This is an optimization exercise on Yosys and OpenROAD, whose aim is small area, a short achievable clock period and few clock cycles per item, not a production implementation. Where RTL was checked, it was by simulation tests only, not by an equivalence proof against the original. No functional check of the RTL was part of runs 1 to 3. Power is estimated from default activity; no workload was simulated.

==> flow/design.v, too long to show whole: its modules and the start of the top module <==
// module lfs_steer_tree: 1167 lines
// module lfs_add_10: 132 lines
// module lfs_add_17: 246 lines
// module lfs_add_20: 292 lines
// module line_follow_steering_core: 224 lines
module line_follow_steering_core (
   input  logic        clock,
   input  logic        reset,
   input  logic        req_valid,
   output logic        req_stall,
   input  logic [22:0] req_word,
   output logic        rsp_valid,
   input  logic        rsp_stall,
   output logic [17:0] rsp_word,
   input  logic        csr_write_en,
   input  logic [2:0]  csr_index,
   input  logic [15:0] csr_data
);
  // ...
==> flow/run.sh <==
#!/bin/bash
# synth_recipe.tcl (not shown) runs the flow's synth.tcl, then flattens the netlist and writes it again
# the make line also repeats each setting of config.mk as NAME=value (left out here)
make -C /OpenROAD-flow-scripts/flow DESIGN_CONFIG=/design/flow/config.mk WORK_HOME=/design/flow/orfs CLKGATE_MAP_FILE= SYNTH_SCRIPT=/design/flow/synth_recipe.tcl finish
==> flow/config.mk <==
export PLATFORM = sky130hd
export DESIGN_NAME = line_follow_steering_core
export DESIGN_NICKNAME = line_follow_steering_core
export VERILOG_FILES = /design/flow/design.v
export SDC_FILE = /design/flow/constraint.sdc
export NUM_CORES = 4
export LEC_CHECK = 0
export CAP_MARGIN = 20
export CORE_MARGIN = 2
export CORE_UTILIZATION = 40
export SETUP_SLACK_MARGIN = 5
export SLEW_MARGIN = 20
==> flow/constraint.sdc <==
create_clock -name core_clock -period 11.0 [get_ports {clock}]
set_input_delay 2.2000 -clock core_clock [delete_from_list [all_inputs] [get_ports {clock}]]
set_output_delay 2.2000 -clock core_clock [all_outputs]
set_load 0.01 [all_outputs]
==> flow_summary.toml, run 1 <==
[power_and_ir_drop]
p_leak_nw = 8.550
p_sw_mw = 1.651
combPwrFrac_pct = 62.0

[cells_and_area]
area_delta_synth_final_pct = 8.809
final_common_cell = "inv_1"
n_antenna_cell = 0
dominant_cells = "multi-input combinational cells"

[global_routing]
antenna_found_initial = 0
met3_usage_pct = 5.056

[clocking]
cts_root_buf = "clkbuf_16"
cts_setup_buffers = 0

[detailed_routing]
met2WireLength_mm = 24.56
routed-wl-met3_mm = 3.643
via_per_inst = 5.376
top_layer_used = "met4"

[placed_design]
numPortBuffers = 66
hpwl_mm = 40.74

[setup_path]
path_buf_inv = 4
crit_chain = "inv_1, ha_1, buf_4, and2_1, a22oi_1, xnor2_1, fa_1, inv_1, fa_1, inv_1, fa_1, ha_1, a21oi_1, nor2b_1, a21oi_1, o31ai_1, nand4_1"
critPathRequiredTime_ns = 11.23

[synthesis]
synth_top_area_share_pct = 21.15
synth_area_per_cell_sq_um = 9.054
synth_edf_count = 82
synth.most_common_cell = "inv_1"

[timing]
tns_ns = 0
worst_pin_slew_ns = 1.134

[run_status]
status = "no timing/DRC/antenna violations"
==> run 2: changes to the inputs <==
--- a/flow/config.mk
+++ b/flow/config.mk
@@ -10,3 +10,2 @@
 export CORE_UTILIZATION = 40
-export SETUP_SLACK_MARGIN = 5
 export SLEW_MARGIN = 20
==> flow_summary.toml, run 2 <==
[global_routing]
grt_overflow = 0
grt_pass1_wl_mm = 82.50
track_usage_pct = 21.29
grt_max_degree = 78
grt_pass1_vias = 15142
antenna_found_initial = 0

[timing]
drv_slew = 0
period_needed_ns = 5.285
hold_viol = 0
fin_crit_sh_pct = 48.04
tns_ns = 0
rsz0062_at_grt = "no"
fin_skew_ns = 0.01050
max_freq_ghz = 0.1892
finalSetupViolations = 0
worst_pin_slew_ns = 1.134
relSlewSlack_pct = 24.38

[clocking]
clock_latency_ns = 0.50
cts_buffers = 17
clk_pin_slew_worst_paths_ns = 0.07
cts_resized = 0
htree_levels = 4
clockBufferDepth = 2
ctsHoldBuffers = 0
cts_tree = "built"
cts_setup_buffers = 0
clock_sinks = 164
cts_root_buf = "clkbuf_16"

[synthesis]
synth-xor-area-share_pct = 11.38
synth-compound-area-share_pct = 14.65
synth_edf_count = 82
synth.most_common_cell = "inv_1"
yosys.area_share.simple_pct = 11.44
synth_common_cells = "330 x inv_1, 205 x fa_1, 197 x nand2_1, 194 x xnor2_1, 146 x ha_1"
synthMuxAreaShare_pct = 2.031
yosysSeqAreaShare_pct = 21.15
synthTopCellsByArea = "fa_1 21%, edfxtp_1 13%, ha_1 9.4%, xnor2_1 8.8%, dfxtp_1 8.5%"
async_reset_ff_share_pct = 0
synth_area_sq_um = 19400
synth_ff_type = "edfxtp_1"
synth_top_area_share_pct = 21.15
synth_fp_nets = 2541
synth_top_family_by_area = "adder cells"
ys_ff_latch = 164
synth_area_per_cell_sq_um = 9.054
yosysUniqueCellTypes = 80
yosys.area.top_type = "fa_1"
synth_fa_ha_area_share_pct = 30.57
postSynthCellCount = 2143
synth_warnings = 1

[min_path]
hp-class = "flop to flop"
min-delay-start = "gp[1]"

[power_and_ir_drop]
ir_worst_vdd_mv = 0.1016
p_leak_nw = 8.550
power.density_nw_per_um2 = 172.8

[setup_path]
cp-start-kind = "flop"
worstSetupPathType = "flop to flop"
cp-startpoint = "mode[0]"
crit_path_max_fanout = 34
worst_ep_arrival_time_ns = 5.51
reg2reg_from = "mode[0]"
critPathRequiredTime_ns = 11.23
endpoint_kind = "flop"

[run_status]
status = "no timing/DRC/antenna violations"

[detailed_routing]
wire_per_inst_um = 18.79
postRouteAntennaNets = 0
vias = 14870
via_per_inst = 5.376
drcViolationCount = 0
drt_wl_total_mm = 51.97
dr.pass1.iters = 6
drt_iter0_drc = 998

[floorplanning]
core-area_sq_um = 47850
row_count = 80
initial_utilization_pct = 40.55
die_w_um = 224.2
die_y_um = 224.2
io_pins = 67
die_area_sq_um = 50280

[placed_design]
hpwl_mm = 40.74
place_congestion = 0.9554
numPortBuffers = 66
place_area_sq_um = 20570

[cells_and_area]
post-route-util_pct = 44.12
layout-drive-gt1-share_pct = 4.835
area_delta_synth_final_pct = 8.809
final_common_cell = "inv_1"
layout_common_cells = "330 x inv_1, 205 x fa_1, 196 x nand2_1, 194 x xnor2_1, 146 x ha_1"
stdcell_area_sq_um = 21110
fin_nets = 2536
top_regs = "c_x: 20 flops, c_y: 20 flops, o_w: 18 flops"
n_antenna_cell = 0

[flow_run]
maxCapViolCount = 0
[run 2: cell counts after synthesis]
No cell type changed its count.
[run 2: report_power, final]
group          internal [mW]  switching, mW  leakage [nW]
sequential             0.760         0.0703          1.50
clock                  0.286          0.269         0.239
combinational          0.951           1.31          6.82
[run 2: metrics by stage]
stage	setup WS, ns	hold slack (ns)	power, mW	std cells
2_1_floorplan	6.317	0.4317	2.573	2143
3_3_place_gp	5.642	0.4472	3.027	2734
3_5_place_dp	5.560	0.4498	3.093	2734
4_1_cts	5.749	0.4595	3.675	2766
5_1_grt	5.331	0.4791	4.004	2766
6_report	5.715	0.4581	3.648	2766
[run 2: metal layers]
layer  global-route usage (%)  vias up  part of all wire (%)
met5                        0        -                     0
met2                    35.37      553                    47
met3                    5.056      111                   7.0
li1                         -     7041                     -
met1                    26.67     7165                    42
met4                    8.716        0                   3.4
[run 2: critical path, cell delays in order (launching register included)]
cell and delay, ns:
dfxtp_1 0.34, inv_1 0.08, ha_1 0.57, buf_4 0.43, and2_1 0.54, a22oi_1 0.21
xnor2_1 0.18, fa_1 0.49, inv_1 0.05, fa_1 0.48, inv_1 0.05, fa_1 0.45
ha_1 0.33, a21oi_1 0.18, nor2b_1 0.19, a21oi_1 0.06, o31ai_1 0.23, nand4_1 0.14
[run 2: area by class of cell]
cell class	count	area, sq um
fillers	4673	26730
multi-input cells	1531	13610
flip-flops and latches	164	4104
inverters	333	1250
repair buffers	91	843.3
well taps	615	769.5
clock buffers	17	425.4
clock inverters	15	107.6
[run 2: worst paths after layout]
kind	cells past startpoint	endpoint	slack [ns]
worst max register to register	17	c_nz	5.72
worst min register to register	2	gp[1]	0.46
worst max-delay path	17	c_nz	5.72
worst min-delay path	2	gp[1]	0.46
[run 2: cells by family after synthesis]
kind of cell	Yosys count
and+or+nand+nor	469
buffers and inverters	448
AOI/OAI and AO/OA	423
adders and majority gates	351
xor gates and xnor gates	250
DFF	164
muxes	38
==> run 3: changes to the inputs <==
==> flow/flow/run.sh (new file) <==
#!/bin/bash
set -euo pipefail
MARGIN=$(cat flow/margin.txt)
bash standard.sh SETUP_SLACK_MARGIN="$MARGIN" TNS_END_PERCENT=100 finish > flow_make.log 2>&1
==> flow/flow/margin.txt (new file) <==
7
==> flow/standard.sh (new file) <==
#!/bin/bash
# synth_recipe.tcl (not shown) runs the flow's synth.tcl, then flattens the netlist and writes it again
# the make line also repeats each setting of config.mk as NAME=value (left out here)
make -C /OpenROAD-flow-scripts/flow DESIGN_CONFIG=/design/flow/config.mk WORK_HOME=/design/flow/orfs CLKGATE_MAP_FILE= SYNTH_SCRIPT=/design/flow/synth_recipe.tcl "${@:-finish}"
removed: flow/run.sh
==> flow_summary.toml, run 3 <==
[min_path]
holdPathEnd = "gp[11]"
whs_path_depth = 2
hp-class = "flop to flop"
min-delay-start = "gp[11]"

[cells_and_area]
layout-drive-gt1-share_pct = 25.73
top_regs = "c_x: 20 flops, c_y: 20 flops, o_w: 18 flops"
seqCellArea_sq_um = 4167
post-route-util_pct = 50.89
final_common_cell = "inv_1"
area_delta_synth_final_pct = 25.49
layout_common_cells = "290 x inv_1, 180 x xnor2_1, 180 x nand2_1, 160 x fa_1, 156 x buf_4"
final_cells = 2944
filler_cell_count = 4329
fin_nets = 2713
multi_input_area_sq_um = 15090

[timing]
hold_viol = 0
fin_crit_sh_pct = 41.43
worst_pin_slew_ns = 0.8111
tns_ns = 0
finalSetupViolations = 0
drv_slew = 0
timing.hold.ws_ns = 0.4662
rsz0062_at_grt = "yes"
period_needed_ns = 4.558
max_freq_ghz = 0.2194
relSlewSlack_pct = 45.81
fin_skew_ns = 0.01935

[power_and_ir_drop]
power.density_nw_per_um2 = 166.0
ir_worst_vdd_mv = 0.1320
fin_total_pwr_mw = 4.041
p_leak_nw = 9.864

[global_routing]
track_usage_pct = 22.00
antenna_found_initial = 0
grt_pass1_wl_mm = 86.02
grt_overflow = 0
grt_max_degree = 78
grt_pass1_vias = 15949

[setup_path]
endpoint_kind = "flop"
timing.rr.end = "o_w[16]"
worst_ep_arrival_time_ns = 4.79
reg2reg_from = "c_y[2]"
crit_path_max_fanout = 8
critPathRequiredTime_ns = 11.24
cp-start-kind = "flop"
worstSetupPathType = "flop to flop"
r2r_setup_slack_ns = 6.44
worst_r2r_path_depth = 18

[floorplanning]
die_y_um = 224.2
initial_utilization_pct = 40.55
die_w_um = 224.2
io_pins = 67
die_area_sq_um = 50280
core-area_sq_um = 47850
row_count = 80

[run_status]
status = "no timing/DRC/antenna violations"

[detailed_routing]
drcViolationCount = 0
dr.pass1.iters = 5
via_per_inst = 5.391
drt_wl_total_mm = 55.56
vias = 15872
drt_iter0_drc = 906
postRouteAntennaNets = 0
wire_per_inst_um = 18.87

[placed_design]
hpwl_mm = 40.23
place_congestion = 0.8948
numPortBuffers = 66
dp.cells = 2725

[clocking]
htree_levels = 4
clk_pin_slew_worst_paths_ns = 0.07
cts_tree = "built"
cts_buffers = 17
clock_latency_ns = 0.50
cts_root_buf = "clkbuf_16"
clockBufferDepth = 2
ctsHoldBuffers = 0
clock_sinks = 164

[synthesis]
synthTopCellsByArea = "fa_1 21%, edfxtp_1 13%, ha_1 9.4%, xnor2_1 8.8%, dfxtp_1 8.5%"
synth.most_common_cell = "inv_1"
synth_ff_type = "edfxtp_1"
yosysUniqueCellTypes = 80
yosysSeqAreaShare_pct = 21.15
async_reset_ff_share_pct = 0
synth_area_per_cell_sq_um = 9.054
postSynthCellCount = 2143
synth_warnings = 1
synth_common_cells = "330 x inv_1, 205 x fa_1, 197 x nand2_1, 194 x xnor2_1, 146 x ha_1"
synth_top_area_share_pct = 21.15
ys_ff_latch = 164
yosys.area.top_type = "fa_1"
synth_fp_nets = 2541
synth_edf_count = 82
synth_area_sq_um = 19400

[flow_run]
maxCapViolCount = 0
## run 3: cell counts after synthesis
Identical to the previous run, type by type.
## run 3: repair_timing
item                       in CTS  in global routing
setup buffers                 110                 68
gates cloned                    0                  8
pin swaps                      61                 83
setup endpoints to repair      70                 65
resized for setup             228                192
## run 3: stage by stage
stage	setup WS (ns)	instance area (sq um)
after floorplan	6.494	19830
after global placement	5.737	20790
after detailed placement	5.703	20790
after CTS	6.481	23030
after global routing	6.298	24340
final	6.442	24350
## run 3: logic make-up after synthesis
group / share of synthesized area (%)
AO/OA/AOI/OAI: 14.65
XOR/XNOR: 11.38
AND/OR/NAND/NOR: 11.44
buffers and inverters: 8.777
multiplexers: 2.031
flip-flops: 21.15
adder cells (fa/ha/maj): 30.57
## run 3: worst max path at each step
stage                             from       to  slack [ns]  depth (start not counted)
final                           c_y[2]  o_w[16]        6.44                         18
after CTS                       c_x[0]  o_w[16]        6.48                         17
after global routing            c_y[0]  o_w[16]        6.30                         17
after detailed placement  req_word[10]   a_m[8]        5.70                         14
after global placement    req_word[10]   a_m[8]        5.74                         14
after floorplan           req_word[10]   a_m[8]        6.49                         13
## run 3: final cells by class
| cell class | count | area share (%) |
|---|---|---|
| inverters | 333 | 5.211 |
| clock inverters | 15 | 0.6218 |
| clock buffers | 17 | 1.747 |
| diodes | 1 | 0.01028 |
| repair buffers | 263 | 10.14 |
| multi-input cells | 1536 | 62.00 |
| well taps | 615 | 3.160 |
| flip-flops and latches | 164 | 17.11 |
## run 3: metal layers
layer | global-route usage, % | up-vias | part of all wire (%)
met2 | 37.34 | 654 | 47
met1 | 27.43 | 7651 | 40
met3 | 3.958 | 151 | 7.5
met5 | 0 | - | 0
li1 | - | 7416 | -
met4 | 9.742 | 0 | 4.6
## run 3: worst max-delay path, cell delays in order, from the launching register on
cell and delay [ns]:
edfxtp_1 0.32, inv_1 0.08, fa_2 0.62, inv_1 0.09
ha_1 0.34, nand2b_4 0.09, a21oi_4 0.06, nor4_4 0.44
nor4_2 0.10, o21ai_1 0.20, nand2b_1 0.10, fa_1 0.41
xor2_2 0.18, or4_4 0.50, a211oi_4 0.23, nand4_1 0.17
o31ai_4 0.13, buf_12 0.17, o21ai_2 0.07
## run 3: power breakdown
group	internal, mW	switching [mW]	leakage, nW
combinational	1.14	1.49	8.08
sequential	0.757	0.0394	1.51
clock	0.334	0.277	0.276
total	2.23	1.81	9.86
==> module line_follow_steering_core, before the edit <==
module line_follow_steering_core (
   input  logic        clock,
   input  logic        reset,
   input  logic        req_valid,
   output logic        req_stall,
   input  logic [22:0] req_word,
   output logic        rsp_valid,
   input  logic        rsp_stall,
   output logic [17:0] rsp_word,
   input  logic        csr_write_en,
   input  logic [2:0]  csr_index,
   input  logic [15:0] csr_data
);
   logic [1:0]         mode;
   logic [7:0]         base;
   logic [3:0]         sharp;
   logic [3:0]         smooth;
   logic signed [15:0] gp;
   logic signed [15:0] gd;
   always_ff @(posedge clock) begin
      if (reset) begin
         mode   <= 2'd0;
         base   <= 8'd120;
         sharp  <= 4'd1;
         smooth <= 4'd1;
         gp     <= '0;
         gd     <= '0;
      end else if (csr_write_en) begin
         case (csr_index)
            3'd0: mode   <= csr_data[1:0];
            3'd1: base   <= csr_data[7:0];
            3'd2: sharp  <= csr_data[3:0];
            3'd3: smooth <= csr_data[3:0];
            3'd4: gp     <= csr_data;
            3'd5: gd     <= csr_data;
            default: ;
         endcase
      end
   end
   wire pd = (mode == 2'd2);
   wire [2:0] bits  = req_word[22:20];
   wire [9:0] lvl_l = req_word[19:10];
   wire [9:0] lvl_r = req_word[9:0];
   logic [9:0] lr_s;
   logic       lr_c;
   lfs_add_10 u_lr (.a(lvl_l), .b(~lvl_r), .ci(1'b1), .s(lr_s), .co(lr_c));
   wire signed [10:0] err0 = {~lr_c, lr_s};
   wire signed [10:0] sh16 = $signed({3'b000, sharp, 4'b0000});
   wire signed [10:0] sm7  = $signed({4'b0000, smooth, 3'b000}) - $signed({7'b0000000, smooth});
   logic signed [10:0] off0;
   logic               emit0;
   always_comb begin
      emit0 = 1'b1;
      off0  = '0;
      case (mode)
         2'd0: begin
            case (bits)
               3'b001:  off0 = sh16;
               3'b011:  off0 = sm7;
               3'b100:  off0 = -sh16;
               3'b110:  off0 = -sm7;
               3'b101:  emit0 = 1'b0;
               default: off0 = '0;
            endcase
         end
         2'd1: begin
            case (bits[1:0])
               2'b01:   off0 = sh16;
               2'b10:   off0 = -sh16;
               default: off0 = '0;
            endcase
         end
         2'd3: begin
            if (lvl_l == 10'd0)        emit0 = 1'b0;
            else if (lvl_l <= 10'd400) off0 = -11'sd10;
            else if (lvl_l < 10'd800)  off0 = '0;
            else                       off0 = 11'sd10;
         end
         default: ;
      endcase
   end
   wire signed [10:0] m0 = pd ? err0 : off0;
   logic               sk_v, sk_vo, a_v, c_v, o_v, o_vo;
   logic signed [10:0] sk_m, a_m;
   wire                stall  = o_v & rsp_stall;
   wire                accept = req_valid & ~sk_v;
   wire                new_v  = accept & emit0;
   assign req_stall = sk_vo;
   assign rsp_valid = o_vo;
   always_ff @(posedge clock) begin
      if (reset) begin
         sk_v  <= 1'b0;
         sk_vo <= 1'b0;
      end else if (stall) begin
         if (new_v) begin
            sk_v  <= 1'b1;
            sk_vo <= 1'b1;
         end
      end else begin
         sk_v  <= 1'b0;
         sk_vo <= 1'b0;
      end
   end
   always_ff @(posedge clock) begin
      if (stall && new_v) sk_m <= m0;
   end
   always_ff @(posedge clock) begin
      if (reset) begin
         a_v  <= 1'b0;
         c_v  <= 1'b0;
         o_v  <= 1'b0;
         o_vo <= 1'b0;
      end else if (!stall) begin
         a_v  <= sk_v | new_v;
         c_v  <= a_v;
         o_v  <= c_v;
         o_vo <= c_v;
      end
   end
   always_ff @(posedge clock) begin
      if (!stall) a_m <= sk_v ? sk_m : m0;
   end
   logic signed [10:0] prev;
   always_ff @(posedge clock) begin
      if (reset)                    prev <= '0;
      else if (!stall && a_v && pd) prev <= a_m;
   end
   wire [10:0] p1 = prev & {11{pd}};
   logic [16:0] k_s;
   logic        k_c;
   lfs_add_17 u_k (.a({gp[15], gp}), .b({gd[15], gd}), .ci(1'b0), .s(k_s), .co(k_c));
   logic signed [16:0] kg;
   always_ff @(posedge clock) begin
      kg <= pd ? k_s : 17'sd2560;
   end
   wire [17:0] kx = {kg[16], kg};
   wire [16:0] gx = {gd, 1'b0};
   logic [8:0] ek_one, ek_two, ek_neg;
   logic [7:0] eg_one, eg_two, eg_neg;
   logic [8:0] nb, nc;
   always_comb begin
      for (int j = 0; j < 9; j++) begin
         logic x2, x1, x0;
         x2 = kx[2*j+1];
         x1 = kx[2*j];
         x0 = (j == 0) ? 1'b0 : kx[2*j-1];
         ek_one[j] = x1 ^ x0;
         ek_two[j] = (x2 & ~x1 & ~x0) | (~x2 & x1 & x0);
         ek_neg[j] = x2 & ~(x1 & x0);
      end
      for (int j = 0; j < 8; j++) begin
         logic x2, x1, x0;
         x2 = gx[2*j+2];
         x1 = gx[2*j+1];
         x0 = gx[2*j];
         eg_one[j] = x1 ^ x0;
         eg_two[j] = (x2 & ~x1 & ~x0) | (~x2 & x1 & x0);
         eg_neg[j] = ~x2 & (x1 | x0);
      end
      for (int j = 0; j < 8; j++) begin
         nb[j] = ek_neg[j] ^ eg_neg[j];
         nc[j] = ek_neg[j] & eg_neg[j];
      end
      nb[8] = ek_neg[8];
      nc[8] = 1'b0;
   end
   logic [27:0] sum0, sum1;
   lfs_steer_tree u_tree (
      .ek_one (ek_one), .ek_two (ek_two), .ek_neg (ek_neg),
      .eg_one (eg_one), .eg_two (eg_two), .eg_neg (eg_neg),
      .nb     (nb),     .nc     (nc),
      .m      (a_m),    .p      (p1),
      .sum0   (sum0),   .sum1   (sum1)
   );
   wire [8:0] lo = {1'b0, sum0[7:0]} + {1'b0, sum1[7:0]};
   logic [19:0] c_x, c_y;
   logic        c_ci, c_nz;
   always_ff @(posedge clock) begin
      if (!stall) begin
         c_x  <= sum0[27:8];
         c_y  <= sum1[27:8];
         c_ci <= lo[8];
         c_nz <= |lo[7:0];
      end
   end
   logic [19:0] tl_s, tl_c, wr_s, wr_c, t, w;
   logic        t_co, w_co;
   always_comb begin
      for (int i = 0; i < 20; i++) begin
         logic bb;
         bb = (i < 8) ? base[i] : 1'b0;
         tl_s[i] = c_x[i] ^ c_y[i] ^ bb;
         wr_s[i] = c_x[i] ^ c_y[i] ^ ~bb;
         if (i < 19) begin
            tl_c[i+1] = (c_x[i] & c_y[i]) | (c_x[i] & bb) | (c_y[i] & bb);
            wr_c[i+1] = (c_x[i] & c_y[i]) | (c_x[i] & ~bb) | (c_y[i] & ~bb);
         end
      end
      tl_c[0] = c_ci;
      wr_c[0] = c_ci;
   end
   lfs_add_20 u_t (.a(tl_s), .b(tl_c), .ci(1'b0), .s(t), .co(t_co));
   lfs_add_20 u_w (.a(wr_s), .b(wr_c), .ci(1'b1), .s(w), .co(w_co));
   function automatic logic [7:0] motor_duty(input logic [19:0] x, input logic nz);
      logic       neg, hi0, hi1, lo0, sat;
      logic [7:0] mag;
      neg = x[19];
      hi0 = ~|x[19:8];
      hi1 = &x[19:8];
      lo0 = ~|x[7:0];
      sat = neg ? (~hi1 | (lo0 & ~nz)) : ~hi0;
      mag = neg ? (~x[7:0] + {7'd0, ~nz}) : x[7:0];
      motor_duty = sat ? 8'hFF : mag;
   endfunction
   wire [7:0] dl = motor_duty(t, c_nz);
   wire [7:0] dr = motor_duty(w, c_nz);
   wire fl = ~t[19] & ~((~|t[19:8]) & (~|t[7:0]));
   wire fr = w[19] & ~((&w[19:0]) & c_nz);
   logic [17:0] o_w;
   always_ff @(posedge clock) begin
      if (!stall) o_w <= {fl, dl, fr, dr};
   end
   assign rsp_word = o_w;
endmodule
==> run 4: changes to the inputs <==
--- a/flow/design.v
+++ b/flow/design.v
@@ -1226,2 +1226,110 @@
 endmodule
+module lfs_add_8 (
+   input  logic [7:0] a,
+   input  logic [7:0] b,
+   input  logic ci,
+   output logic [7:0] s,
+   output logic co
+);
+   logic g1;
+   logic g2;
+   logic g3;
+   logic g4;
+   logic g5;
+   logic g6;
+   logic g7;
+   logic g8;
+   logic p9;
+   logic p10;
+   logic p11;
+   logic p12;
+   logic p13;
+   logic p14;
+   logic p15;
+   logic p16;
+   logic G17;
+   logic G18;
+   logic P19;
+   logic G20;
+   logic P21;
+   logic G22;
+   logic P23;
+   logic G24;
+   logic P25;
+   logic G26;
+   logic P27;
+   logic G28;
+   logic P29;
+   logic G30;
+   logic P31;
+   logic G32;
+   logic P33;
+   logic G34;
+   logic P35;
+   logic G36;
+   logic P37;
+   logic G38;
+   logic P39;
+   logic G40;
+   logic P41;
+   logic s42;
+   logic s43;
+   logic s44;
+   logic s45;
+   logic s46;
+   logic s47;
+   logic s48;
+   logic s49;
+   assign g1 = a[0] & b[0];
+   assign g2 = a[1] & b[1];
+   assign g3 = a[2] & b[2];
+   assign g4 = a[3] & b[3];
+   assign g5 = a[4] & b[4];
+   assign g6 = a[5] & b[5];
+   assign g7 = a[6] & b[6];
+   assign g8 = a[7] & b[7];
+   assign p9 = a[0] ^ b[0];
+   assign p10 = a[1] ^ b[1];
+   assign p11 = a[2] ^ b[2];
+   assign p12 = a[3] ^ b[3];
+   assign p13 = a[4] ^ b[4];
+   assign p14 = a[5] ^ b[5];
+   assign p15 = a[6] ^ b[6];
+   assign p16 = a[7] ^ b[7];
+   assign G17 = g1 | (p9 & ci);
+   assign G18 = g2 | (p10 & G17);
+   assign P19 = p10 & p9;
+   assign G20 = g4 | (p12 & g3);
+   assign P21 = p12 & p11;
+   assign G22 = g6 | (p14 & g5);
+   assign P23 = p14 & p13;
+   assign G24 = g8 | (p16 & g7);
+   assign P25 = p16 & p15;
+   assign G26 = g3 | (p11 & G18);
+   assign P27 = p11 & P19;
+   assign G28 = G20 | (P21 & G18);
+   assign P29 = P21 & P19;
+   assign G30 = g7 | (p15 & G22);
+   assign P31 = p15 & P23;
+   assign G32 = G24 | (P25 & G22);
+   assign P33 = P25 & P23;
+   assign G34 = g5 | (p13 & G28);
+   assign P35 = p13 & P29;
+   assign G36 = G22 | (P23 & G28);
+   assign P37 = P23 & P29;
+   assign G38 = G30 | (P31 & G28);
+   assign P39 = P31 & P29;
+   assign G40 = G32 | (P33 & G28);
+   assign P41 = P33 & P29;
+   assign s42 = p9 ^ ci;
+   assign s43 = p10 ^ G17;
+   assign s44 = p11 ^ G18;
+   assign s45 = p12 ^ G26;
+   assign s46 = p13 ^ G28;
+   assign s47 = p14 ^ G34;
+   assign s48 = p15 ^ G36;
+   assign s49 = p16 ^ G38;
+   assign s = {s49, s48, s47, s46, s45, s44, s43, s42};
+   assign co = G40;
+endmodule
 module lfs_add_10 (
@@ -1936,3 +2044,7 @@
    end
-   wire pd = (mode == 2'd2);
+   logic pd;
+   always_ff @(posedge clock) begin
+      if (reset)                               pd <= 1'b0;
+      else if (csr_write_en && csr_index == 3'd0) pd <= (csr_data[1:0] == 2'd2);
+   end
    wire [2:0] bits  = req_word[22:20];
@@ -2024,3 +2136,2 @@
    end
-   wire [10:0] p1 = prev & {11{pd}};
    logic [16:0] k_s;
@@ -2052,5 +2163,5 @@
          x0 = gx[2*j];
-         eg_one[j] = x1 ^ x0;
-         eg_two[j] = (x2 & ~x1 & ~x0) | (~x2 & x1 & x0);
-         eg_neg[j] = ~x2 & (x1 | x0);
+         eg_one[j] = pd & (x1 ^ x0);
+         eg_two[j] = pd & ((x2 & ~x1 & ~x0) | (~x2 & x1 & x0));
+         eg_neg[j] = pd & ~x2 & (x1 | x0);
       end
@@ -2068,6 +2179,11 @@
       .nb     (nb),     .nc     (nc),
-      .m      (a_m),    .p      (p1),
+      .m      (a_m),    .p      (prev),
       .sum0   (sum0),   .sum1   (sum1)
    );
-   wire [8:0] lo = {1'b0, sum0[7:0]} + {1'b0, sum1[7:0]};
+   logic [7:0] lo_s;
+   logic       lo_c;
+   lfs_add_8 u_lo (.a(sum0[7:0]), .b(sum1[7:0]), .ci(1'b0), .s(lo_s), .co(lo_c));
+   wire [7:0] lo_x = sum0[7:0] ^ sum1[7:0];
+   wire [7:0] lo_k = {sum0[6:0] | sum1[6:0], 1'b0};
+   wire       lo_z = (lo_x == lo_k);
    logic [19:0] c_x, c_y;
@@ -2078,4 +2194,4 @@
          c_y  <= sum1[27:8];
-         c_ci <= lo[8];
-         c_nz <= |lo[7:0];
+         c_ci <= lo_c;
+         c_nz <= ~lo_z;
       end
==> flow/run.sh (new file) <==
#!/bin/bash
# synth_recipe.tcl (not shown) runs the flow's synth.tcl, then flattens the netlist and writes it again
# the make line also repeats each setting of config.mk as NAME=value (left out here)
make -C /OpenROAD-flow-scripts/flow DESIGN_CONFIG=/design/flow/config.mk WORK_HOME=/design/flow/orfs CLKGATE_MAP_FILE= SYNTH_SCRIPT=/design/flow/synth_recipe.tcl finish
removed: flow/flow/run.sh
removed: flow/flow/margin.txt
removed: flow/standard.sh
==> flow_summary.toml, run 4 <==
[run_status]
status = "no timing/DRC/antenna violations"

[cells_and_area]
final_cells = 2752
final_common_cell = "inv_1"
top_regs = "c_x: 20 flops, c_y: 20 flops, o_w: 18 flops"
stdcell_area_sq_um = 21250
layout-drive-gt1-share_pct = 5.054
fin_nets = 2528
area_delta_synth_final_pct = 8.843
n_antenna_cell = 0
layout_common_cells = "337 x inv_1, 204 x fa_1, 183 x nand2_1, 162 x xnor2_1, 153 x ha_1"

[clocking]
clockBufferDepth = 2
htree_levels = 4
cts_resized = 0
cts_tree = "built"
cts_setup_buffers = 0
clk_pin_slew_worst_paths_ns = 0.07
cts_root_buf = "clkbuf_16"
clock_sinks = 165
cts_buffers = 17
clock_latency_ns = 0.50
ctsHoldBuffers = 0

[synthesis]
synth_ff_type = "dfxtp_1"
ys_ff_latch = 165
synth_top_area_share_pct = 20.92
synth_fp_nets = 2550
synth.most_common_cell = "inv_1"
async_reset_ff_share_pct = 0
synth_edf_count = 82
yosysSeqAreaShare_pct = 21.12
synth_common_cells = "337 x inv_1, 204 x fa_1, 184 x nand2_1, 162 x xnor2_1, 153 x ha_1"
synth_area_sq_um = 19530
synth_area_per_cell_sq_um = 9.099
yosys.area.top_type = "fa_1"
postSynthCellCount = 2146
yosysUniqueCellTypes = 82
synthTopCellsByArea = "fa_1 21%, edfxtp_1 13%, ha_1 9.8%, dfxtp_1 8.5%, xnor2_1 7.3%"
synth_warnings = 1

[timing]
rsz0062_at_grt = "no"
hold_viol = 0
finalSetupViolations = 0
max_freq_ghz = 0.1927
period_needed_ns = 5.188
timing.hold.ws_ns = 0.4658
tns_ns = 0
worst_pin_slew_ns = 1.156
drv_slew = 0
fin_skew_ns = 0.01657
relSlewSlack_pct = 22.91
fin_crit_sh_pct = 47.17
setup_slack_ns = 5.812

[detailed_routing]
via_per_inst = 5.335
drt_wl_total_mm = 51.38
dr.pass1.iters = 5
wire_per_inst_um = 18.67
drt_iter0_drc = 950
postRouteAntennaNets = 0
drcViolationCount = 0
vias = 14681

[power_and_ir_drop]
power.density_nw_per_um2 = 147.3
p_leak_nw = 8.686
ir_worst_vdd_mv = 0.1034

[floorplanning]
initial_utilization_pct = 40.73
io_pins = 67
row_count = 80
die_w_um = 224.9
die_area_sq_um = 50600
core-area_sq_um = 47950
die_y_um = 224.9

[setup_path]
crit_path_max_fanout = 8
cpPeakStageDelay_ns = 0.62
cpMaxStageDelayCell = "or4b_2"
worst_ep_arrival_time_ns = 5.43
cp-start-kind = "flop"
critPathRequiredTime_ns = 11.24
crit_chain = "fa_1, ha_1, inv_1, fa_1, nand2b_1, a21oi_1, or2_1, and2_1, nor2_1, nor2_1, nor2_1, fa_1, xnor2_1, nand4_1, or4b_2, a2111o_1, nor3b_1, mux2_2, o21ai_1"
worstSetupPathType = "flop to flop"
endpoint_kind = "flop"

[placed_design]
numPortBuffers = 66
place_area_sq_um = 20670
place_ws_ns = 5.794
dp.cells = 2719
place_congestion = 0.8878
hpwl_mm = 39.53

[flow_run]
maxCapViolCount = 0

[global_routing]
track_usage_pct = 21.05
grt_pass1_wl_mm = 82.39
grt_overflow = 0
grt_max_degree = 69
antenna_found_initial = 0
grt_pass1_vias = 14961

[min_path]
hp-class = "flop to flop"
==> run 4: per-stage QoR <==
stage          power [mW]  util [%]
2_1_floorplan       2.158         -
3_3_place_gp        2.505     43.11
3_5_place_dp        2.550     43.12
4_1_cts             3.158     44.29
5_1_grt             3.418     44.33
6_report            3.132     44.33
==> run 4: cell families after synthesis <==
kind of cell,synth area share (%)
compound gates,14.21
flops,21.12
xor+xnor,12.01
mux,1.679
simple gates,11.10
fa+ha+maj,30.72
buf+inv,9.157
==> run 4: path summary, 6_finish.rpt <==
path / startpoint / end / slack [ns] / cells after the start
worst max-delay path: c_x[0] / o_w[16] / 5.81 / 19
worst min-delay path: gp[5] / gp[5] / 0.47 / 2
worst max register to register: c_x[0] / o_w[16] / 5.81 / 19
worst min register to register: gp[5] / gp[5] / 0.47 / 2
==> run 4: power by group <==
group | internal [mW] | leakage, nW | switching, mW
Clock | 0.321 | 0.283 | 0.274
Sequential | 0.732 | 1.50 | 0.0578
Combinational | 0.755 | 6.90 | 0.992
==> run 4: cell type report <==
class | instances | area [sq um]
inverters | 340 | 1276
repair buffers | 92 | 850.8
flip-flops and latches | 165 | 4125
fillers | 4673 | 26690
multi-input cells | 1508 | 13670
well taps | 615 | 769.5
clock buffers | 22 | 496.7
clock inverters | 10 | 66.31
==> run 4: per-layer routing <==
layer  part of all wire [%]  track usage (%)
met2                     46            33.81
met3                    7.3            5.163
met4                    2.5            7.627
met1                     44            27.55
met5                      0                0
==> run 4: worst max-delay path, delay by kind of cell, from the launching register on <==
family / cells / cell delay, ns
simple gates: 9 / 1.69
flops: 1 / 0.44
mux: 1 / 0.28
fa+ha+maj: 4 / 1.51
buf+inv: 1 / 0.05
compound gates: 3 / 0.76
xor+xnor: 1 / 0.20
Testbench counts of run 4, summed over its fixed seeds: cycles 19,776, items 19,200.
==> run 5: changes to the inputs <==
==> flow/flow/run.sh (new file) <==
#!/bin/bash
set -euo pipefail
MARGIN=$(cat flow/margin.txt)
bash standard.sh SETUP_SLACK_MARGIN="$MARGIN" TNS_END_PERCENT=100 \
  BUFFER_PORTS_ARGS="-buffer_cell sky130_fd_sc_hd__buf_2" finish > flow_make.log 2>&1
==> flow/flow/margin.txt (new file) <==
7
==> flow/standard.sh (new file) <==
#!/bin/bash
# synth_recipe.tcl (not shown) runs the flow's synth.tcl, then flattens the netlist and writes it again
# the make line also repeats each setting of config.mk as NAME=value (left out here)
make -C /OpenROAD-flow-scripts/flow DESIGN_CONFIG=/design/flow/config.mk WORK_HOME=/design/flow/orfs CLKGATE_MAP_FILE= SYNTH_SCRIPT=/design/flow/synth_recipe.tcl "${@:-finish}"
removed: flow/run.sh
==> flow_summary.toml, run 5 <==
[run_status]
status = "no timing/DRC/antenna violations"

[synthesis]
synth_top_family_by_area = "adder cells"
synth_area_sq_um = 19530
synth.most_common_cell = "inv_1"
postSynthCellCount = 2146
synth_area_per_cell_sq_um = 9.099
yosys.area_share.simple_pct = 11.10
synth_fa_ha_area_share_pct = 30.72
synthTopCellsByArea = "fa_1 21%, edfxtp_1 13%, ha_1 9.8%, dfxtp_1 8.5%, xnor2_1 7.3%"
synth_fp_nets = 2550
synth_ff_type = "dfxtp_1"
synth_edf_count = 82
ys_ff_latch = 165
yosys.area.top_type = "fa_1"
yosysSeqAreaShare_pct = 21.12
synth_warnings = 1
yosysUniqueCellTypes = 82
synth_top_area_share_pct = 20.92
synth-xor-area-share_pct = 12.01
synth-compound-area-share_pct = 14.21
synthMuxAreaShare_pct = 1.679
async_reset_ff_share_pct = 0
synth_common_cells = "337 x inv_1, 204 x fa_1, 184 x nand2_1, 162 x xnor2_1, 153 x ha_1"

[setup_path]
crit_path_max_fanout = 8
r2r_setup_slack_ns = 6.44
worst_ep_arrival_time_ns = 4.79
cp-start-kind = "flop"
cpMaxStageDelayCell = "fa_1"
cpPeakStageDelay_ns = 0.55
endpoint_kind = "flop"
worstSetupPathType = "flop to flop"
crit_chain = "fa_1, ha_2, inv_2, fa_2, nand2b_4, a21oi_4, or2_4, and2_4, nor2_4, nor2_2, nor2_2, fa_2, xnor2_2, nand4_1, or4b_4, a2111o_1, nor3b_2, mux2_4, o21ai_2"
critPathRequiredTime_ns = 11.23

[placed_design]
place_area_sq_um = 20540
numPortBuffers = 66
dp.cells = 2715
place_congestion = 0.9225
hpwl_mm = 39.23

[global_routing]
track_usage_pct = 22.51
grt_max_degree = 66
grt_pass1_wl_mm = 87.91
antenna_found_initial = 0
grt_pass1_vias = 16161
grt_overflow = 0

[cells_and_area]
filler_cell_count = 4271
n_antenna_cell = 0
stdcell_area_sq_um = 24060
top_regs = "c_x: 20 flops, c_y: 20 flops, o_w: 18 flops"
final_cells = 2924
fin_nets = 2700
post-route-util_pct = 50.17
layout_common_cells = "285 x inv_1, 180 x nand2_1, 153 x xnor2_1, 144 x fa_1, 131 x buf_4"
final_common_cell = "inv_1"
area_delta_synth_final_pct = 23.20
layout-drive-gt1-share_pct = 26.98

[clocking]
clockBufferDepth = 2
cts_root_buf = "clkbuf_16"
clock_sinks = 165
htree_levels = 4
clk_pin_slew_worst_paths_ns = 0.07
cts_tree = "built"
clock_latency_ns = 0.49
ctsHoldBuffers = 0
cts_buffers = 17

[timing]
timing.hold.ws_ns = 0.4643
finalSetupViolations = 0
fin_skew_ns = 0.01833
max_freq_ghz = 0.2193
fin_crit_sh_pct = 41.45
hold_viol = 0
drv_slew = 0
worst_pin_slew_ns = 1.057
rsz0062_at_grt = "yes"
tns_ns = 0
relSlewSlack_pct = 29.46
period_needed_ns = 4.559

[detailed_routing]
drcViolationCount = 0
wire_per_inst_um = 19.18
drt_wl_total_mm = 56.07
dr.pass1.iters = 6
postRouteAntennaNets = 0
via_per_inst = 5.408
drt_iter0_drc = 1329
vias = 15813

[floorplanning]
row_count = 80
die_area_sq_um = 50600
initial_utilization_pct = 40.73
core-area_sq_um = 47950
die_y_um = 224.9
die_w_um = 224.9
io_pins = 67

[power_and_ir_drop]
ir_worst_vdd_mv = 0.1129
p_leak_nw = 9.771
power.density_nw_per_um2 = 146.1

[min_path]
hp-class = "flop to flop"

[flow_run]
maxCapViolCount = 0
run 5: per-layer routing:
metal	vias to the layer above	track usage (%)	routed length, um
met2	727	37.13	26270
met5	-	0	0
met3	162	5.020	4763
li1	7326	-	-
met4	0	11.30	2505
met1	7598	27.77	22530
run 5: cells by family (layout without fill, tap and decap cells):
group                      after synthesis  after routing
xor gates and xnor gates               267            267
DFF                                    165            165
muxes                                   30             30
and+or+nand+nor                        449            449
AOI/OAI and AO/OA                      405            405
adders and majority gates              357            357
buffers and inverters                  473            636
run 5: what timing repair did:
item | CTS | global route
resized for setup | 182 | 159
pin swaps | 65 | 115
cloned | 5 | 0
setup buffers | 136 | 36
setup endpoints to repair | 60 | 59
run 5: worst max-delay path, delay by kind of cell (launching register included):
kind            cells  cell delay (ns)
buf+inv             1             0.03
fa+ha+maj           4             1.41
simple gates        9             1.40
xor+xnor            1             0.16
mux                 1             0.25
flops               1             0.42
compound gates      3             0.62
run 5: metrics by stage:
step	worst slack (ns)	power, mW
finish	6.441	3.514
global route	6.227	3.801
CTS	6.436	3.447
detailed placement	5.715	2.601
global placement	5.830	2.550
floorplan	6.572	2.208
run 5: area by class of cell:
| type | count | area (sq um) | share of cell area (%) |
|---|---|---|---|
| Inverter | 340 | 1295 | 5.383 |
| Tap cell | 615 | 769.5 | 3.199 |
| Multi-Input combinational cell | 1508 | 14820 | 61.59 |
| Clock inverter | 15 | 152.6 | 0.6346 |
| Timing Repair Buffer | 264 | 2411 | 10.02 |
| Clock buffer | 17 | 425.4 | 1.768 |
| Sequential cell | 165 | 4185 | 17.40 |
run 5: path summary, 6_finish.rpt:
kind              startpoint      end  cells after the start
setup / recovery      c_x[0]  o_w[16]                     19
hold / removal        gp[10]   gp[10]                      2
setup reg to reg      c_x[0]  o_w[16]                     19
hold reg to reg       gp[10]   gp[10]                      2
run 5: report_power, final:
group | internal [mW] | switching (mW)
clock network | 0.302 | 0.298
registers | 0.730 | 0.0342
logic | 1.00 | 1.15
total | 2.03 | 1.48
==> run 6: changes to the inputs <==
==> flow/flow/margin.txt (replaced) <==
6.5
==> flow_summary.toml, run 6 <==
[power_and_ir_drop]
p_leak_nw = 8.995
fin_total_pwr_mw = 3.427
ir_worst_vdd_mv = 0.1208
power.density_nw_per_um2 = 157.7

[cells_and_area]
top_regs = "c_x: 20 flops, c_y: 20 flops, o_w: 18 flops"
final_common_cell = "inv_1"
layout-drive-gt1-share_pct = 13.23
layout_common_cells = "335 x inv_1, 198 x fa_1, 176 x nand2_1, 161 x xnor2_1, 147 x ha_1"
area_delta_synth_final_pct = 11.28
n_antenna_cell = 0
filler_cell_count = 4585
fin_nets = 2583

[setup_path]
cp-start-kind = "flop"
crit_path_max_fanout = 8
critPathRequiredTime_ns = 11.21
crit_family = "buffers and inverters"
worst_ep_arrival_time_ns = 4.77
cpMaxStageDelayCell = "fa_1"
endpoint_kind = "flop"
path_buf_inv = 15
crit_top_cell = "buf_4"
cpPeakStageDelay_ns = 0.57
worstSetupPathType = "flop to flop"

[synthesis]
synth_top_area_share_pct = 20.92
yosys.area.top_type = "fa_1"
synth_ff_type = "dfxtp_1"
async_reset_ff_share_pct = 0
synth_fp_nets = 2550
synth_edf_count = 82
synth_warnings = 1
synth_common_cells = "337 x inv_1, 204 x fa_1, 184 x nand2_1, 162 x xnor2_1, 153 x ha_1"
yosysUniqueCellTypes = 82
synth.most_common_cell = "inv_1"
ys_ff_latch = 165
synth_area_sq_um = 19530
synthTopCellsByArea = "fa_1 21%, edfxtp_1 13%, ha_1 9.8%, dfxtp_1 8.5%, xnor2_1 7.3%"
synth_area_per_cell_sq_um = 9.099
yosysSeqAreaShare_pct = 21.12
postSynthCellCount = 2146

[global_routing]
grt_overflow = 0
grt_pass1_vias = 15359
grt_max_degree = 66
track_usage_pct = 21.44
grt_pass1_wl_mm = 83.68
antenna_found_initial = 1

[timing]
worst_pin_slew_ns = 1.083
tns_ns = 0
rsz0062_at_grt = "yes"
fin_skew_ns = 0.01422
period_needed_ns = 4.558
fin_crit_sh_pct = 41.44
hold_viol = 0
finalSetupViolations = 0
drv_slew = 0
max_freq_ghz = 0.2194
relSlewSlack_pct = 27.83

[floorplanning]
die_y_um = 224.9
die_area_sq_um = 50600
core-area_sq_um = 47950
io_pins = 67
row_count = 80
die_w_um = 224.9
initial_utilization_pct = 40.73

[min_path]
hp-class = "flop to flop"

[detailed_routing]
wire_per_inst_um = 18.76
postRouteAntennaNets = 0
dr.pass1.iters = 5
drt_wl_total_mm = 52.65
via_per_inst = 5.352
drcViolationCount = 0
vias = 15024
drt_iter0_drc = 1227

[clocking]
clockBufferDepth = 2
ctsHoldBuffers = 0
clock_latency_ns = 0.49
cts_buffers = 17
htree_levels = 4
clock_sinks = 165
clk_pin_slew_worst_paths_ns = 0.07
cts_tree = "built"
cts_root_buf = "clkbuf_16"

[flow_run]
maxCapViolCount = 0

[run_status]
status = "no timing/DRC/antenna violations"

[placed_design]
hpwl_mm = 39.36
place_congestion = 0.9023
numPortBuffers = 66
-- run 6: changes by cell type in the layout (fill, tap and decap cells not counted), sizes merged --
| cell | change |
|---|---|
| clkinvlp | +2 |
| clkbuf | +3 |
| buf | -114 |
| clkinv | -2 |
| bufbuf | -2 |
| bufinv | +1 |
| inv | -5 |
-- run 6: path summary, 6_finish.rpt --
kind,startpoint,to,slack (ns),cells past startpoint
hold / removal,gp[9],gp[9],0.46,2
setup / recovery,c_y[0],o_w[0],6.44,26
hold reg to reg,gp[9],gp[9],0.46,2
setup reg to reg,c_y[0],o_w[0],6.44,26
-- run 6: cells by family after synthesis --
logic type | share of synthesized area (%)
AOI/OAI and AO/OA | 14.21
xor gates and xnor gates | 12.01
adders and majority gates | 30.72
buffers and inverters | 9.157
DFF | 21.12
muxes | 1.679
and+or+nand+nor | 11.10
-- run 6: power by group --
group	internal (mW)	switching, mW	leakage (nW)
combinational	0.920	1.11	7.20
sequential	0.731	0.0413	1.51
clock	0.347	0.276	0.285
total	2.00	1.43	9.00
-- run 6: worst reg2reg max path: stages, from the launching register on --
cell and delay, ns:
edfxtp_1 0.42, fa_1 0.57, buf_6 0.12, ha_4 0.12, fa_2 0.23, nor2b_4 0.05
o31a_4 0.30, o21a_1 0.22, o21ai_2 0.17, buf_4 0.13, buf_4 0.10, buf_4 0.09
buf_4 0.09, buf_4 0.10, buf_4 0.10, buf_4 0.10, buf_4 0.09, buf_4 0.10
buf_4 0.10, buf_4 0.09, buf_4 0.10, buf_4 0.10, buf_6 0.09, nand2_4 0.04
a311o_1 0.29, mux2i_4 0.27, o211ai_2 0.13
-- run 6: per-layer routing --
metal  vias to the layer above  routed length (um)  track usage, %
met4                         2                1520           8.396
met3                       103                3456           4.316
met2                       499               24500           35.05
met1                      7319               23160           27.93
met5                         -                  13               0
li1                       7101                   -               -
-- run 6: through the flow --
step	cells	setup WS, ns	instance area, sq um	hold WS (ns)	utilization, %
2_1_floorplan	2146	6.504	19570	0.4363	-
3_3_place_gp	2721	6.050	20390	0.4458	42.54
3_5_place_dp	2721	5.875	20410	0.4530	42.56
4_1_cts	2780	6.408	21390	0.4642	44.62
5_1_grt	2807	6.272	21730	0.4825	45.32
6_report	2807	6.442	21730	0.4631	45.32
-- run 6: final cells by class --
type | instances | area (sq um) | area share [%]
clock buffer | 21 | 493.0 | 2.269
clock inverter | 11 | 108.9 | 0.5010
timing repair buffer | 147 | 987.2 | 4.543
sequential | 165 | 4138 | 19.04
inverter | 340 | 1281 | 5.897
multi-input combinational | 1508 | 13950 | 64.21
tap | 615 | 769.5 | 3.541
-- run 6: timing repair --
item	in CTS	in global routing
buffers inserted	27	27
gates resized for setup	50	29
pin swaps	25	23
endpoints found under the setup margin	45	36
==> run 7: changes to the inputs <==
--- a/flow/config.mk
+++ b/flow/config.mk
@@ -9,3 +9,4 @@
 export CORE_MARGIN = 2
-export CORE_UTILIZATION = 40
+export CORE_UTILIZATION = 60
+export PLACE_DENSITY = 0.75
 export SLEW_MARGIN = 20
==> flow_summary.toml, run 7 <==
[run_status]
status = "no timing/DRC/antenna violations"

[cells_and_area]
top_regs = "c_x: 20 flops, c_y: 20 flops, o_w: 18 flops"
area_delta_synth_final_pct = 9.868
layout_common_cells = "335 x inv_1, 198 x fa_1, 176 x nand2_1, 160 x xnor2_1, 146 x ha_1"
stdcell_area_sq_um = 21450
fin_nets = 2573
layout-drive-gt1-share_pct = 13.34
final_common_cell = "inv_1"
filler_cell_count = 2640
post-route-util_pct = 66.44
final_cells = 2624
n_antenna_cell = 0

[power_and_ir_drop]
clkPwrFrac_pct = 18.8
combPwrFrac_pct = 58.3
p_sw_mw = 1.463
intPower_mw = 1.924
ir_worst_vdd_mv = 0.1241
p_seq_share_pct = 23.0
swShare_pct = 43.20
p_leak_nw = 8.981
fin_total_pwr_mw = 3.387
power.density_nw_per_um2 = 157.9

[synthesis]
synth_fp_nets = 2550
yosys.area.top_type = "fa_1"
postSynthCellCount = 2146
synthTopCellsByArea = "fa_1 21%, edfxtp_1 13%, ha_1 9.8%, dfxtp_1 8.5%, xnor2_1 7.3%"
synth_edf_count = 82
synth_area_sq_um = 19530
async_reset_ff_share_pct = 0
synth_ff_type = "dfxtp_1"
synth_area_per_cell_sq_um = 9.099
synth_top_area_share_pct = 20.92
synth.most_common_cell = "inv_1"
yosysUniqueCellTypes = 82
ys_ff_latch = 165
synth_warnings = 1
yosysSeqAreaShare_pct = 21.12
synth_common_cells = "337 x inv_1, 204 x fa_1, 184 x nand2_1, 162 x xnor2_1, 153 x ha_1"

[setup_path]
endpoint_kind = "flop"
crit_path_max_fanout = 8
cp-start-kind = "flop"
worstSetupPathType = "flop to flop"
worst_ep_arrival_time_ns = 4.81
critPathRequiredTime_ns = 11.23

[timing]
rsz0062_at_grt = "yes"
max_freq_ghz = 0.2180
finalSetupViolations = 0
worst_pin_slew_ns = 1.038
period_needed_ns = 4.588
setup_slack_ns = 6.412
drv_slew = 0
fin_skew_ns = 0.01159
relSlewSlack_pct = 30.79
tns_ns = 0
hold_viol = 0
fin_crit_sh_pct = 41.71
timing.hold.ws_ns = 0.4618

[placed_design]
place_congestion = 0.9238
dp.cells = 2547
place_area_sq_um = 20180
place_ws_ns = 6.044
hpwl_mm = 38.19
numPortBuffers = 66

[floorplanning]
core-area_sq_um = 32290
die_w_um = 184.4
die_y_um = 184.4
row_count = 66
io_pins = 67
initial_utilization_pct = 60.47
die_area_sq_um = 34000

[clocking]
cts_buffers = 17
cts_root_buf = "clkbuf_16"
clockBufferDepth = 2
ctsHoldBuffers = 0
clock_latency_ns = 0.48
cts_tree = "built"
clk_pin_slew_worst_paths_ns = 0.07
htree_levels = 4
clock_sinks = 165

[detailed_routing]
via_per_inst = 5.900
drcViolationCount = 0
vias = 15482
drt_iter0_drc = 1380
wire_per_inst_um = 19.90
drt_wl_total_mm = 52.22
dr.pass1.iters = 6
postRouteAntennaNets = 0

[global_routing]
antenna_found_initial = 0
grt_overflow = 0
grt_pass1_wl_mm = 81.81
grt_most_used_layer = "met2"
gr-usage-met1_pct = 40.09
track_usage_pct = 31.26
grt_max_degree = 78
gr-usage-met2_pct = 50.33
met3_usage_pct = 7.034
grt_pass1_vias = 15502

[min_path]
hp-class = "flop to flop"

[flow_run]
maxCapViolCount = 0
-- run 7: final timing paths --
check / start / to / slack (ns) / cells after the start
max reg2reg: c_y[0] / o_w[12] / 6.41 / 20
min reg2reg: gp[1] / gp[1] / 0.46 / 2
min: gp[1] / gp[1] / 0.46 / 2
max: c_y[0] / o_w[12] / 6.41 / 20
-- run 7: power by group through the flow --
| stage | clock [mW] | sequential, mW | combinational, mW |
|---|---|---|---|
| after global routing | 0.660 | 0.786 | 2.19 |
| final | 0.636 | 0.778 | 1.97 |
| after global placement | 0 | 0.802 | 1.69 |
| after CTS | 0.639 | 0.791 | 1.85 |
| after detailed placement | 0 | 0.805 | 1.74 |
| after floorplan | 0 | 0.768 | 1.40 |
-- run 7: cells by family (layout without fill, tap and decap cells) --
| group | count (synthesis) | after routing | synth area share (%) |
|---|---|---|---|
| adders and majority gates | 357 | 357 | 30.72 |
| buffers and inverters | 473 | 509 | 9.157 |
| AOI/OAI and AO/OA | 405 | 405 | 14.21 |
| muxes | 30 | 30 | 1.679 |
| and+or+nand+nor | 449 | 449 | 11.10 |
| DFF | 165 | 165 | 21.12 |
| xor gates and xnor gates | 267 | 267 | 12.01 |
-- run 7: area by class of cell --
class | instances | area [sq um] | share of cell area (%)
Clock inverter | 15 | 181.4 | 0.8457
Tap cell | 442 | 553.0 | 2.578
Sequential cell | 165 | 4148 | 19.33
Timing Repair Buffer | 137 | 942.2 | 4.392
Inverter | 340 | 1282 | 5.978
Multi-Input combinational cell | 1508 | 13920 | 64.89
Clock buffer | 17 | 425.4 | 1.983
-- run 7: what timing repair did --
item / in CTS / in global routing
buffers inserted: 11 / 33
endpoints found under the setup margin: 43 / 39
pin swaps: 16 / 19
gates resized for setup: 34 / 48
cloned: 0 / 1
-- run 7: critical path, stage by stage, from the launching register on --
cell,delay (ns)
edfxtp_1,0.42
fa_1,0.57
ha_2,0.19
inv_2,0.04
fa_2,0.36
nand2b_4,0.17
a21oi_4,0.16
or2_4,0.14
and2_4,0.14
nor2_2,0.04
nor2_1,0.11
nor2_1,0.07
fa_2,0.35
xnor2_2,0.15
buf_4,0.14
buf_4,0.12
nor4b_1,0.30
o211ai_1,0.16
nor4b_2,0.33
mux2_4,0.32
nand2_2,0.06
-- run 7: metal layers --
metal	share of wire (%)	wire, um
met4	4.4	2319
met2	46	24080
met3	9.5	4936
met5	0	0
met1	40	20890

re-timing with driven ports:
No port has a modelled driver above. Below, the same layouts with a new extraction and two added sets of constraints. Step 1 sets driving cells, clkbuf_16 on the clock port and buf_2 on the other inputs (assumed; they add their load-dependent delay and slew). Step 2 also shifts input and output timing later by t, the mid clock arrival at the registers, as if the neighbouring blocks saw the same clock. Three values: ideal ports, drivers, drivers and shift; two values: the first two.
run | shift t [ns] | slack for setup (ns) | hold WS [ns] | worst setup path after step 2 | pins driven straight from the clock port
run 1 | 0.546 | 5.715 / 5.715 / 5.540 | 0.458 / 0.458 / 0.458 | input to register | 1
run 2 | 0.546 | 5.715 / 5.715 / 5.540 | 0.458 / 0.458 / 0.458 | input to register | 1
run 3 | 0.546 | 6.442 / 6.442 / 6.261 | 0.466 / 0.466 / 0.466 | input to register | 1
run 4 | 0.548 | 5.812 / 5.812 / 5.794 | 0.466 / 0.466 / 0.466 | input to register | 1
run 5 | 0.534 | 6.441 / 6.441 / 6.399 | 0.464 / 0.464 / 0.464 | input to register | 1
run 6 | 0.534 | 6.442 / 6.442 / 6.231 | 0.463 / 0.463 / 0.463 | input to register | 1
run 7 | 0.527 | 6.412 / 6.412 / 6.253 | 0.462 / 0.462 / 0.462 | input to register | 1
After both steps every run listed still meets setup and hold. The setup slack of run 6, which loses most, moves by 0.000 ns with the drivers and by -0.211 ns with both steps.
